Source: an optimization exercise on an open RTL-to-GDS flow (aim: small area, a short achievable clock period and few clock cycles per item). Production flows keep margins and buffers that such runs may drop.
Only simulation tests tie the RTL to the original design; equivalence was not proved.

## ember
Design hash_table_linear_probe_top, start of the top module:
module hash_table_linear_probe_top (
  input  logic               clk_i,
  input  logic               rst_ni,
  input  logic               cfg_valid_i,
  output logic               cfg_ready_o,
  input  logic [htlp_pkg::ENTRY_W-1:0] cfg_load_limit_i,
  input  logic               in_valid_i,
  output logic               in_stall_o,
  input  logic [1:0]         func_i,
  input  logic [htlp_pkg::KEY_W-1:0]   key_i,
  input  logic [htlp_pkg::VAL_W-1:0]   value_i,
  input  logic [htlp_pkg::SLOT_W-1:0]  start_slot_i,
  output logic               out_valid_o,
  input  logic               out_stall_i,
  output logic [2:0]         status_o,
  output logic [htlp_pkg::VAL_W-1:0]   found_value_o,
  output logic [htlp_pkg::KEY_W-1:0]   found_key_o,
  output logic [htlp_pkg::SLOT_W-1:0]  slot_index_o,
  output logic [htlp_pkg::ENTRY_W-1:0] entry_total_o
);
Size: roughly 5,900 cells after synthesis, roughly 2,200 flip-flops, about 220 I/O pins, about 92,000 µm² of cells after synthesis.
==> flow/config.mk <==
export PLATFORM = sky130hd
export DESIGN_NAME = hash_table_linear_probe_top
export DESIGN_NICKNAME = hash_table_linear_probe_top
export VERILOG_FILES = /design/flow/design.v
export SDC_FILE = /design/flow/constraint.sdc
export NUM_CORES = 4
export LEC_CHECK = 0
export ABC_CLOCK_PERIOD_IN_PS = 2400
export CAP_MARGIN = 30
export CORE_MARGIN = 2
export CORE_UTILIZATION = 40
export CTS_CLUSTER_DIAMETER = 100
export CTS_CLUSTER_SIZE = 20
export PLACE_DENSITY = 0.7
export SETUP_SLACK_MARGIN = 3.6
export SLEW_MARGIN = 25
==> flow/constraint.sdc <==
create_clock -name core_clock -period 6.0 [get_ports {clk_i}]
set_input_delay 1.2000 -clock core_clock [delete_from_list [all_inputs] [get_ports {clk_i}]]
set_output_delay 1.2000 -clock core_clock [all_outputs]
set_load 0.01 [all_outputs]
run.sh (not shown) runs the stock make flow with config.mk's settings and CLKGATE_MAP_FILE= SYNTH_SCRIPT=/design/flow/synth_recipe.tcl, a recipe that flattens the netlist after the stock synthesis.
Testbench counts of ember, summed over its fixed seeds: cycles 3,680, ops 3,520.
## Diff of input files: sierra against ember
--- a/flow/config.mk
+++ b/flow/config.mk
@@ -7,3 +7,3 @@
 export LEC_CHECK = 0
-export ABC_CLOCK_PERIOD_IN_PS = 2400
+export ABC_CLOCK_PERIOD_IN_PS = 3300
 export CAP_MARGIN = 30
@@ -14,3 +14,3 @@
 export PLACE_DENSITY = 0.7
-export SETUP_SLACK_MARGIN = 3.6
+export SETUP_SLACK_MARGIN = 2.6
 export SLEW_MARGIN = 25
## What came out
Looking at slowest stage cell on the critical path, the xnor2_2 result is from sierra; the nor4_4 one comes from ember. Row final design area excluding fillers: sierra lower / ember higher. The timing startpoint of the critical path comes out ra_nkey[63]$_SDFFCE_PN0P_ in one run and ra_nkey[62]$_SDFFCE_PN0P_ in the other, namely in sierra and ember respectively. Comparing ember against sierra, there is no change at all in synthesized cell count.
Inputs modified between sierra and yarrow:
==> flow/flow/run.sh (new file) <==
#!/bin/bash
# The standard layout (the standard.sh, standard synthesis included), with
# plain buffers (buf_4) instead of the default delay cells on the port buffers.
set -uo pipefail
bash standard.sh "BUFFER_PORTS_ARGS=-buffer_cell sky130_fd_sc_hd__buf_4" finish > make_finish.log 2>&1
==> flow/standard.sh (new file) <==
#!/bin/bash
# synth_recipe.tcl (not shown) runs the flow's synth.tcl, then flattens the netlist and writes it again
# the make line also repeats each setting of config.mk as NAME=value (left out here)
make -C /OpenROAD-flow-scripts/flow DESIGN_CONFIG=/design/flow/config.mk WORK_HOME=/design/flow/orfs CLKGATE_MAP_FILE= SYNTH_SCRIPT=/design/flow/synth_recipe.tcl "${@:-finish}"
--- a/flow/config.mk
+++ b/flow/config.mk
@@ -7,10 +7,7 @@
 export LEC_CHECK = 0
-export ABC_CLOCK_PERIOD_IN_PS = 3300
+export ABC_CLOCK_PERIOD_IN_PS = 2700
 export CAP_MARGIN = 30
 export CORE_MARGIN = 2
-export CORE_UTILIZATION = 40
-export CTS_CLUSTER_DIAMETER = 100
-export CTS_CLUSTER_SIZE = 20
-export PLACE_DENSITY = 0.7
-export SETUP_SLACK_MARGIN = 2.6
+export CORE_UTILIZATION = 35
+export SETUP_SLACK_MARGIN = 3.3
 export SLEW_MARGIN = 25
removed: flow/run.sh
### Flow results
- Of the two values seen for end of the critical path, r1_match[5]$_DFFE_PP_ was produced by yarrow and r1_match[9]$_DFFE_PP_ by sierra.
- Final area deteriorates in yarrow relative to sierra.
- Going from sierra to yarrow, ratio of final minimum period to clock period saw a decrease, number of antenna violations at the first check in global routing lost 6, non-clock buffer count climbed 171, floorplan row count +about 7%.
Input changes introduced in fjord (baseline for comparison: yarrow):
==> flow/run.sh (new file) <==
#!/bin/bash
# synth_recipe.tcl (not shown) runs the flow's synth.tcl, then flattens the netlist and writes it again
# the make line also repeats each setting of config.mk as NAME=value (left out here)
make -C /OpenROAD-flow-scripts/flow DESIGN_CONFIG=/design/flow/config.mk WORK_HOME=/design/flow/orfs CLKGATE_MAP_FILE= SYNTH_SCRIPT=/design/flow/synth_recipe.tcl finish
--- a/flow/config.mk
+++ b/flow/config.mk
@@ -10,3 +10,4 @@
 export CORE_MARGIN = 2
-export CORE_UTILIZATION = 35
+export CORE_UTILIZATION = 40
+export PLACE_DENSITY = 0.7
 export SETUP_SLACK_MARGIN = 3.3
removed: flow/flow/run.sh
removed: flow/standard.sh
==> comparison <==
Going from yarrow to fjord, filler cell count in the final layout shrinks by about 18%.
fjord: PASS, flow complete, no timing, DRC or antenna violations
Placeable core area: fjord < yarrow
Higher detailed-routed wire length on met3 among fjord and yarrow: fjord
fjord vs yarrow, wire length after detailed routing went up by 2.4%.
Non-clock buffer contribution to total cell area (fjord over yarrow): increase, 0.53 points
## Diff of input files: garnet against fjord
--- a/flow/config.mk
+++ b/flow/config.mk
@@ -11,2 +11,4 @@
 export CORE_UTILIZATION = 40
+export CTS_CLUSTER_DIAMETER = 100
+export CTS_CLUSTER_SIZE = 20
 export PLACE_DENSITY = 0.7
On garnet: top achievable clock speed is 11 MHz lower than what fjord gave. Well-tap cell count came out exactly the same in fjord and garnet. garnet: wire length 0.35% below fjord. The post-route standard cell area excluding fillers of garnet falls short of that of fjord by about 3.4%.

==> afterwards: timing with drivers on the ports <==
In the flow no input, the clock included, has a driving cell. The finished layouts below were timed again as built, in two steps.
Step 1, drivers: a clkbuf_16 drives clk_i and a buf_2 each remaining input, both assumed.
Step 2 moves the port delays by t, midway between the first and last clock arrival at a register: inputs arrive t later, outputs are due t later. That takes back most of the time a late clock gives input paths.
Slacks: no drivers / after step 1 / after step 2; pairs: no drivers / after step 1.
run	shift t [ns]	setup WS [ns]	latest minus earliest clock arrival (ns)
ember	0.968	2.739 / 2.739 / 2.497	0.076 / 0.077
sierra	0.958	2.374 / 2.374 / 1.836	0.080 / 0.081
yarrow	1.038	2.579 / 2.579 / 2.444	0.101 / 0.101
fjord	1.022	2.837 / 2.837 / 2.406	0.085 / 0.085
garnet	0.959	2.726 / 2.726 / 2.474	0.071 / 0.070
After both steps setup and hold are still met in every run listed. For sierra, which loses most, drivers alone change the setup slack by 0.000 ns; drivers and shift together by -0.538 ns.
